Source: an optimization exercise on an open RTL-to-GDS flow (aim: small area and a short achievable clock period). Production flows keep margins and buffers that such runs may drop.
Only simulation tests tie the RTL to the original design; equivalence was not proved.
Power and IR drop assume default switching activity.

Design pst_brain_core, start of the top module:
module pst_brain_core (
  input  logic       clk,
  input  logic       rst,
  input  logic [7:0] cur0,
  input  logic [7:0] cur1,
  input  logic [7:0] cur2,
  input  logic [7:0] cur3,
  output logic [7:0] phase0,
  output logic [7:0] phase1,
  output logic [7:0] phase2,
  output logic [7:0] phase3,
  output logic [2:0] winner,
  output logic [7:0] winner_score,
  output logic [7:0] winner_rel,
  output logic [7:0] w_ab,
  output logic [7:0] w_ac,
  output logic [7:0] w_ad,
  output logic [7:0] w_bc,
  output logic [7:0] w_bd,
  output logic [7:0] w_cd,
  output logic [7:0] seq_slot_A,
  output logic [7:0] seq_slot_B,
  output logic       seq_force_valid,
  output logic [7:0] seq_force_pred,
  output logic [7:0] pred_out,
  output logic [7:0] pred_err,
  output logic       reward_out,
  output logic [2:0] gamma_cnt,
  output logic [2:0] theta_cnt,
  output logic       theta_tick,
  output logic       episode_last,
  output logic [2:0] ep_winner,
  output logic [3:0] ep_strength,
  output logic       ep_valid,
  output logic       exploit_mode,
  output logic       explore_mode,
  output logic [1:0] confidence_level,
  output logic       err_explore,
  output logic       delta_tick,
  output logic [2:0] topic_winner,
  output logic [2:0] topic_strength,
  output logic       topic_valid
);
For scale: roughly 310 flip-flops.
clock: 40.0 ns
lec_check: 0
abc_area: 1
cap_margin: 20
core_margin: 2
core_utilization: 60
cts_buf_list: sky130_fd_sc_hd__clkbuf_8
cts_cluster_diameter: 60
cts_cluster_size: 16
slew_margin: 20
standard.sh (not shown) runs the stock make flow with config.mk's settings and CLKGATE_MAP_FILE= SYNTH_SCRIPT=/design/flow/synth_recipe.tcl, a recipe that flattens the netlist after the stock synthesis.
==> flow/flow/run.sh <==
#!/bin/bash
# The standard layout with these changes:
# - synthesis maps the logic with the ABC script flow/abc_area.script (an area-recovering
#   mapping) in place of ORFS's abc_area.script; the scripts folder is otherwise ORFS's own,
#   copied unchanged, and synthesis still runs through synth_recipe.tcl;
# - the ports are buffered with buf_1 instead of the delay buffer buffer_ports picks;
# - the timing repair steps aim for a setup slack margin of 30.4 ns, so that they size up the
#   slowest paths.
# The clock constraint (constraint.sdc) is unchanged. Each tool's output is in orfs/logs; make's
# own output goes to standard.log.
set -euo pipefail
here=$(pwd)
rm -rf "$here/scripts_abc"
cp -r "$FLOW_HOME/scripts" "$here/scripts_abc"
cp "$here/flow/abc_area.script" "$here/scripts_abc/abc_area.script"
bash standard.sh SCRIPTS_DIR="$here/scripts_abc" BUFFER_PORTS_ARGS="-buffer_cell sky130_fd_sc_hd__buf_1" SETUP_SLACK_MARGIN=30.4 finish > standard.log 2>&1
==> flow/flow/abc_area.script <==
&get -n
&st
&dch -f
&nf -R 1000 -p -F 8 -A 4 -C 32
&put
topo
stime -c
buffer -c
upsize -c
dnsize -c
The first run completed with no timing, DRC or antenna violations.
==> next run, changes <==
==> flow/flow/abc_area.script (replaced) <==
strash
dch
map -a
topo
stime -c
buffer -c
upsize -c
dnsize -c
Outcome: Global-route usage climbs by 0.71 points. Critical path depth does not change. Wire length increases by 3.1%. Die area came out higher by 1.6%. Count of clock-buffer cells in the layout fell by 5. Register-to-register slack degrades by 0.07 ns. Worst setup slack is better by 0.0080 ns. First-iteration DRC count drops by 11%.
==> next run, changes <==
==> flow/flow/abc_area.script (replaced) <==
&get -n
&st
&dch -f
&nf -R 1000
&put
topo
stime -c
buffer -c
upsize -c
dnsize -c
Result:
- power came out higher by 3.0%
- final area came out lower by 1.8%
- worst setup slack gets worse by 0.020 ns
- routed wire length came out lower by 3.0%
- area after synthesis came out lower by 1.9%
- count of clock-buffer cells in the layout came out lower by 1
- register-to-register slack is about the same
- cell count came out lower by 11%
- synthesized cell count came out lower by 13%
- sequential power is about the same
- clock skew came out higher by 0.010 ns
==> next run, changes <==
==> flow/flow/run.sh (replaced) <==
#!/bin/bash
set -euo pipefail
bash standard.sh BUFFER_PORTS_ARGS="-buffer_cell sky130_fd_sc_hd__buf_1" SETUP_SLACK_MARGIN=30.4 finish > standard.log 2>&1
--- a/flow/config.mk
+++ b/flow/config.mk
@@ -11,3 +11,3 @@
 export CORE_UTILIZATION = 60
-export CTS_BUF_LIST = sky130_fd_sc_hd__clkbuf_8
+export CTS_BUF_LIST = sky130_fd_sc_hd__clkbuf_8 sky130_fd_sc_hd__clkbuf_16
 export CTS_CLUSTER_DIAMETER = 60
removed: flow/flow/abc_area.script
=> The changed run completed without violations. Routed wire length rises by 11%. Global-route usage rises by 1.9 points. Count of clock-buffer cells in the layout falls by 2. Clock power rises by 20%. Final cell count rises by about 20%. Core utilization rises by 0.44 points. Clock skew falls by 0.024 ns. Non-clock buffer count falls by 8.


Another version of the RTL of pst_brain_core (not shown whole).
Size: about 2300 cells after synthesis, ~310 flip-flops, ~200 I/O pins.
clock: 40.0 ns
lec_check: 0
abc_area: 1
cap_margin: 20
core_margin: 2
core_utilization: 60
cts_buf_list: sky130_fd_sc_hd__clkbuf_8
cts_cluster_diameter: 60
cts_cluster_size: 16
slew_margin: 20
==> flow/flow/run.sh <==
#!/bin/bash
# The standard layout with these changes:
# - synthesis maps the logic with the ABC script flow/abc_area.script (an area-recovering
#   mapping) in place of ORFS's abc_area.script; the scripts folder is otherwise ORFS's own,
#   copied unchanged, and synthesis still runs through synth_recipe.tcl;
# - the adder step (extract_fa and its map file) is skipped, so ABC maps adders too;
# - the ports are buffered with buf_1 instead of the delay buffer buffer_ports picks;
# - the timing repair steps aim for a setup slack margin of 30.8 ns, so that they size up the
#   slowest paths.
# The clock constraint (constraint.sdc) is unchanged. Each tool's output is in orfs/logs; make's
# own output goes to standard.log.
set -euo pipefail
here=$(pwd)
rm -rf "$here/scripts_abc"
cp -r "$FLOW_HOME/scripts" "$here/scripts_abc"
cp "$here/flow/abc_area.script" "$here/scripts_abc/abc_area.script"
bash standard.sh SCRIPTS_DIR="$here/scripts_abc" BUFFER_PORTS_ARGS="-buffer_cell sky130_fd_sc_hd__buf_1" ADDER_MAP_FILE= SETUP_SLACK_MARGIN=30.8 finish > standard.log 2>&1
==> flow/flow/abc_area.script <==
&get -n
&st
&dch -f
&nf -R 1000 -p
&put
topo
Edit:
==> flow/flow/run.sh (replaced) <==
#!/bin/bash
set -euo pipefail
bash standard.sh BUFFER_PORTS_ARGS="-buffer_cell sky130_fd_sc_hd__buf_1" SETUP_SLACK_MARGIN=30.4 finish > standard.log 2>&1
- GPL_TIMING_DRIVEN: unset -> 1
removed: flow/flow/abc_area.script
After rerunning: Area after synthesis grows by 16%; worst setup slack is worse by 0.26 ns; via count goes up by 7.8%; worst hold slack barely changes; total power came out lower by 5.9%; routed wire length went up by 11%; core utilization drops by 8.8 points; register-to-register slack is worse by 0.24 ns.
Edit:
==> flow/flow/run.sh (replaced) <==
#!/bin/bash
# The standard layout with these changes:
# - synthesis maps the logic with the ABC script flow/abc_area.script (an area-recovering
#   mapping) in place of ORFS's abc_area.script; the scripts folder is otherwise ORFS's own,
#   copied unchanged, and synthesis still runs through synth_recipe.tcl;
# - the adder step (extract_fa and its map file) is skipped, so ABC maps adders too;
# - the ports are buffered with buf_1 instead of the delay buffer buffer_ports picks;
# - the timing repair steps aim for a setup slack margin of 30.7 ns, so that they size up the
#   slowest paths.
# The clock constraint (constraint.sdc) is unchanged. Each tool's output is in orfs/logs; make's
# own output goes to standard.log.
set -euo pipefail
here=$(pwd)
rm -rf "$here/scripts_abc"
cp -r "$FLOW_HOME/scripts" "$here/scripts_abc"
cp "$here/flow/abc_area.script" "$here/scripts_abc/abc_area.script"
bash standard.sh SCRIPTS_DIR="$here/scripts_abc" BUFFER_PORTS_ARGS="-buffer_cell sky130_fd_sc_hd__buf_1" ADDER_MAP_FILE= SETUP_SLACK_MARGIN=30.7 finish > standard.log 2>&1
==> flow/flow/abc_area.script (new file) <==
&get -n
&st
&dc2
&dch -f
&nf -R 1000 -p
&st
&dc2
&dch -f
&nf -R 1000 -p
&put
topo
- GPL_TIMING_DRIVEN: 1 -> unset
Effect: Wire length falls by 16%; worst setup slack is better by 0.28 ns; via count decreases by 12%; cell count shrinks by 20%; cell area drops by 10%; fmax grows by 3.0%; hold slack improved by 0.0075 ns; utilization grows by 4.3 points; register-to-register slack gets better by 0.05 ns.
Edit:
==> flow/flow/run.sh (replaced) <==
#!/bin/bash
set -euo pipefail
bash standard.sh BUFFER_PORTS_ARGS="-buffer_cell sky130_fd_sc_hd__buf_1" finish > standard.log 2>&1
- CORE_UTILIZATION: 60 -> 70
removed: flow/flow/abc_area.script
The changed run ran to the end with no violations.
Power shrinks by 2.2%.
Count of clock-buffer cells in the layout shrinks by 3.
Sequential share of layout area shrinks by 3.5 points.
Clock skew is about the same.
Fmax shrinks by 8.8%.
Combinational power shrinks by 46%.
Register-to-register slack got worse by 1.3 ns.
Non-clock buffer count shrinks by 53.
Design area grows by 10%.
First-iteration DRC count grows by 35%.
Global-route usage grows by 6.2 points.

[port drivers added, routing unchanged]
In the flow no input, the clock included, has a driving cell. The finished layouts below were timed again as built, in two steps.
Step 1 (the two cells are an assumption about what drives the block):
set clk [get_ports {clk}]
set_driving_cell -lib_cell sky130_fd_sc_hd__clkbuf_16 $clk
set_driving_cell -lib_cell sky130_fd_sc_hd__buf_2 [delete_from_list [all_inputs] $clk]
Step 2 moves the port delays by t, midway between the first and last clock arrival at a register: inputs arrive t later, outputs are due t later. That takes back most of the time a late clock gives input paths.
Slacks: ideal / step 1 / step 2; pairs: ideal / step 1.
run | t (ns) | setup slack, ns | latest minus earliest clock arrival (ns)
the first run of note 1 | 0.647 | 30.508 / 30.458 / 30.074 | 0.030 / 0.030
the second run of note 1 | 0.651 | 30.516 / 30.463 / 30.064 | 0.032 / 0.031
the third run of note 1 | 0.641 | 30.496 / 30.445 / 30.083 | 0.041 / 0.042
the fourth run of note 1 | 0.647 | 30.551 / 30.494 / 30.035 | 0.018 / 0.018
the first run of note 2 | 0.620 | 30.667 / 30.626 / 30.061 | 0.054 / 0.054
the second run of note 2 | 0.738 | 30.406 / 30.350 / 30.050 | 0.028 / 0.027
the third run of note 2 | 0.587 | 30.687 / 30.634 / 30.143 | 0.031 / 0.030
the fourth run of note 2 | 0.635 | 29.784 / 29.784 / 29.784 | 0.034 / 0.033
After both steps setup and hold are still met in every run listed. For the first run of note 2, which loses most, drivers alone change the setup slack by -0.041 ns; drivers and shift together by -0.606 ns. Setup slack includes reset recovery checks.
